Context: an optimization exercise on an open-source flow, tuned for small area and a short achievable clock period. The choices shown serve that exercise and are no tape-out recipe.
The RTL was checked by simulation tests, not by an equivalence proof against the original design.

==> flow/design.v (excerpt) <==
module cnn_conv_top #(
	parameter int MAX_W          = 16,
	parameter int MAX_H          = 16,
	parameter int START_UP_DELAY = 4,
	parameter int HSYNC_DELAY    = 2
) (
	input  logic          clk,
	input  logic          rstn,
	input  logic          hsel_i,
	input  logic          hready_i,
	input  logic [1:0]    htrans_i,
	input  logic          hwrite_i,
	input  logic [31:0]   haddr_i,
	input  logic [31:0]   hwdata_i,
	output logic          hreadyout_o,
	output logic          hresp_o,
	output logic [31:0]   hrdata_o,
	output logic [7:0]    pix_o,
	output logic          pix_vld_o,
	output logic          frame_last_o
);
==> module ahb_cfg_slave, before the edit <==
module ahb_cfg_slave (
	input  logic        clk,
	input  logic        rstn,
	input  logic        hsel_i,
	input  logic        hready_i,
	input  logic [1:0]  htrans_i,
	input  logic        hwrite_i,
	input  logic [31:0] haddr_i,
	input  logic [31:0] hwdata_i,
	input  logic        busy_i,
	input  logic        busy_n_i,
	input  logic        frame_last_i,
	output logic        start_o,
	output logic        hreadyout_o,
	output logic        hresp_o,
	output logic [31:0] hrdata_o,
	output logic [11:0] width_o,
	output logic [11:0] height_o,
	output logic [11:0] startup_dly_o,
	output logic [11:0] hsync_dly_o,
	output logic        is_conv3x3_o,
	output logic        act_linear_o,
	output logic [4:0]  bias_shift_o,
	output logic [4:0]  out_shift_o,
	output logic [15:0] scale_o,
	output logic [15:0] bias_o,
	output logic [71:0] weights_o,
	output logic        img_we_o,
	output logic [15:0] img_hi_o,
	output logic [15:0] img_lo_o,
	output logic [7:0]  img_data_o
);
	logic [3:0]  sel_q;
	logic        wr_q;
	logic        img_wr_q;
	logic [15:0] pix_hi_q;
	logic [15:0] pix_lo_q;
	logic        done_q;
	logic [31:0] rdata_q;
	logic        we_dim, we_dly, we_cfg, we_wgt, we_par;
	logic [11:0] width_n, height_n, startup_n, hsync_n;
	logic        conv3_n, linear_n;
	logic [4:0]  bsh_n, osh_n;
	logic [15:0] scale_n, bias_n;
	logic        busy_n, done_n;
	assign hreadyout_o = 1'b1;
	assign hresp_o     = 1'b0;
	always_ff @(posedge clk or negedge rstn) begin
		if (!rstn) begin
			wr_q     <= 1'b0;
			img_wr_q <= 1'b0;
		end else begin
			wr_q     <= hsel_i && hready_i && htrans_i[1] && hwrite_i;
			img_wr_q <= hsel_i && hready_i && htrans_i[1] && hwrite_i &&
				    (haddr_i[5:2] == cnn_pkg::REG_IMAGE);
		end
	end
	always_ff @(posedge clk) begin
		sel_q <= haddr_i[5:2];
		for (int i = 0; i < 16; i++) begin
			pix_hi_q[i] <= (haddr_i[13:10] == 4'(i));
			pix_lo_q[i] <= (haddr_i[9:6] == 4'(i));
		end
	end
	assign we_dim = wr_q && (sel_q == cnn_pkg::REG_WIDTH_HEIGHT);
	assign we_dly = wr_q && (sel_q == cnn_pkg::REG_DELAY);
	assign we_cfg = wr_q && (sel_q == cnn_pkg::REG_LAYER_CFG);
	assign we_wgt = wr_q && (sel_q == cnn_pkg::REG_WEIGHT);
	assign we_par = wr_q && (sel_q == cnn_pkg::REG_PARAM);
	assign width_n   = we_dim ? hwdata_i[11:0]  : width_o;
	assign height_n  = we_dim ? hwdata_i[27:16] : height_o;
	assign startup_n = we_dly ? hwdata_i[11:0]  : startup_dly_o;
	assign hsync_n   = we_dly ? hwdata_i[23:12] : hsync_dly_o;
	assign conv3_n   = we_cfg ? hwdata_i[0]     : is_conv3x3_o;
	assign linear_n  = we_cfg ? hwdata_i[1]     : act_linear_o;
	assign bsh_n     = we_cfg ? hwdata_i[12:8]  : bias_shift_o;
	assign osh_n     = we_cfg ? hwdata_i[20:16] : out_shift_o;
	assign scale_n   = we_par ? hwdata_i[15:0]  : scale_o;
	assign bias_n    = we_par ? hwdata_i[31:16] : bias_o;
	always_ff @(posedge clk or negedge rstn) begin
		if (!rstn) begin
			width_o       <= 12'd16;
			height_o      <= 12'd16;
			startup_dly_o <= 12'd4;
			hsync_dly_o   <= 12'd2;
			is_conv3x3_o  <= 1'b1;
			act_linear_o  <= 1'b0;
			bias_shift_o  <= '0;
			out_shift_o   <= '0;
			scale_o       <= 16'd1;
			bias_o        <= '0;
		end else begin
			width_o       <= width_n;
			height_o      <= height_n;
			startup_dly_o <= startup_n;
			hsync_dly_o   <= hsync_n;
			is_conv3x3_o  <= conv3_n;
			act_linear_o  <= linear_n;
			bias_shift_o  <= bsh_n;
			out_shift_o   <= osh_n;
			scale_o       <= scale_n;
			bias_o        <= bias_n;
		end
	end
	always_ff @(posedge clk or negedge rstn) begin
		if (!rstn) begin
			weights_o <= '0;
		end else if (we_wgt) begin
			if (hwdata_i[3:0] < 4'd9)
				weights_o[hwdata_i[3:0]*8 +: 8] <= hwdata_i[15:8];
		end
	end
	assign img_we_o   = img_wr_q;
	assign img_hi_o   = pix_hi_q;
	assign img_lo_o   = pix_lo_q;
	assign img_data_o = hwdata_i[7:0];
	assign done_n = start_o ? 1'b0 : (frame_last_i ? 1'b1 : done_q);
	always_ff @(posedge clk or negedge rstn) begin
		if (!rstn) begin
			start_o <= 1'b0;
			done_q  <= 1'b0;
		end else begin
			start_o <= wr_q && (sel_q == cnn_pkg::REG_START) && hwdata_i[0] && !busy_i;
			done_q  <= done_n;
		end
	end
	assign busy_n = busy_n_i;
	always_ff @(posedge clk) begin
		case (haddr_i[5:2])
			cnn_pkg::REG_WIDTH_HEIGHT: rdata_q <= {4'b0, height_n, 4'b0, width_n};
			cnn_pkg::REG_DELAY:        rdata_q <= {8'b0, hsync_n, startup_n};
			cnn_pkg::REG_LAYER_CFG:    rdata_q <= {11'b0, osh_n, 3'b0, bsh_n,
						6'b0, linear_n, conv3_n};
			cnn_pkg::REG_PARAM:        rdata_q <= {bias_n, scale_n};
			cnn_pkg::REG_START:        rdata_q <= {31'b0, busy_n};
			cnn_pkg::REG_DONE:         rdata_q <= {31'b0, done_n};
			default:                   rdata_q <= 32'h0;
		endcase
	end
	assign hrdata_o = rdata_q;
endmodule
Settings: LEC_CHECK=0, CAP_MARGIN=20, CORE_MARGIN=2, CORE_UTILIZATION=60, CTS_CLUSTER_DIAMETER=150, CTS_CLUSTER_SIZE=24, PLACE_DENSITY=0.68, SLEW_MARGIN=20, SYNTH_HIERARCHICAL=1, SYNTH_MINIMUM_KEEP_SIZE=0; clock period 12.0 ns.
standard.sh (not shown) runs the stock make flow with config.mk's settings and CLKGATE_MAP_FILE= SYNTH_SCRIPT=/design/flow/synth_recipe.tcl, a recipe that flattens the netlist after the stock synthesis.
==> flow/flow/run.sh <==
#!/bin/bash
# The standard layout (standard.sh), with two changes to how it is made:
# the timing repair steps aim at a larger setup margin, and the port
# buffers are plain buffers instead of the default delay cells. The SDC,
# and so the clock period and I/O constraints, are the design's.
set -euo pipefail
bash standard.sh SETUP_SLACK_MARGIN=8.3 \
	"BUFFER_PORTS_ARGS=-buffer_cell sky130_fd_sc_hd__buf_2" \
	finish > standard_flow.log 2>&1
Next try:
--- a/flow/design.v
+++ b/flow/design.v
@@ -115,14 +115,27 @@
 			scale_o       <= scale_n;
 			bias_o        <= bias_n;
 		end
 	end
+	logic       wgt_we_q;
+	logic [3:0] wgt_idx_q;
+	logic [7:0] wgt_dat_q;
+	always_ff @(posedge clk or negedge rstn) begin
+		if (!rstn)
+			wgt_we_q <= 1'b0;
+		else
+			wgt_we_q <= we_wgt;
+	end
+	always_ff @(posedge clk) begin
+		wgt_idx_q <= hwdata_i[3:0];
+		wgt_dat_q <= hwdata_i[15:8];
+	end
 	always_ff @(posedge clk or negedge rstn) begin
 		if (!rstn) begin
 			weights_o <= '0;
-		end else if (we_wgt) begin
-			if (hwdata_i[3:0] < 4'd9)
-				weights_o[hwdata_i[3:0]*8 +: 8] <= hwdata_i[15:8];
+		end else if (wgt_we_q) begin
+			if (wgt_idx_q < 4'd9)
+				weights_o[wgt_idx_q*8 +: 8] <= wgt_dat_q;
 		end
 	end
 	assign img_we_o   = img_wr_q;
 	assign img_hi_o   = pix_hi_q;
What happened: Cell area went down slightly. Routed wire length is about the same. Flip-flop and latch count rose by 13. Count of clock-buffer cells in the layout goes down by 18. Final cell count drops slightly.

## what the ideal ports hide
No port has a modelled driver above. Below, the same layouts with a new extraction and two added sets of constraints. Step 1 (the two cells are an assumption about what drives the block):
set clk [get_ports {clk}]
set_driving_cell -lib_cell sky130_fd_sc_hd__clkbuf_16 $clk
set_driving_cell -lib_cell sky130_fd_sc_hd__buf_2 [delete_from_list [all_inputs] $clk]
Step 2 moves the port delays by t, midway between the first and last clock arrival at a register: inputs arrive t later, outputs are due t later. That takes back most of the time a late clock gives input paths. a / b / c = ideal ports / drivers / drivers and shift; a / b = the first two.
| run | t, ns | setup slack, ns | worst hold slack (ns) | slew at the worst register clock pin (ns) |
|---|---|---|---|---|
| the first run | 0.895 | 8.195 / 8.153 / 7.334 | 0.360 / 0.360 / 0.360 | 0.11 / 0.11 |
| the second run | 0.899 | 8.045 / 8.045 / 7.470 | 0.366 / 0.366 / 0.366 | 0.11 / 0.11 |
After both steps every run listed still meets setup and hold. For the first run, which loses most, drivers alone change the setup slack by -0.042 ns; drivers and shift together by -0.861 ns.
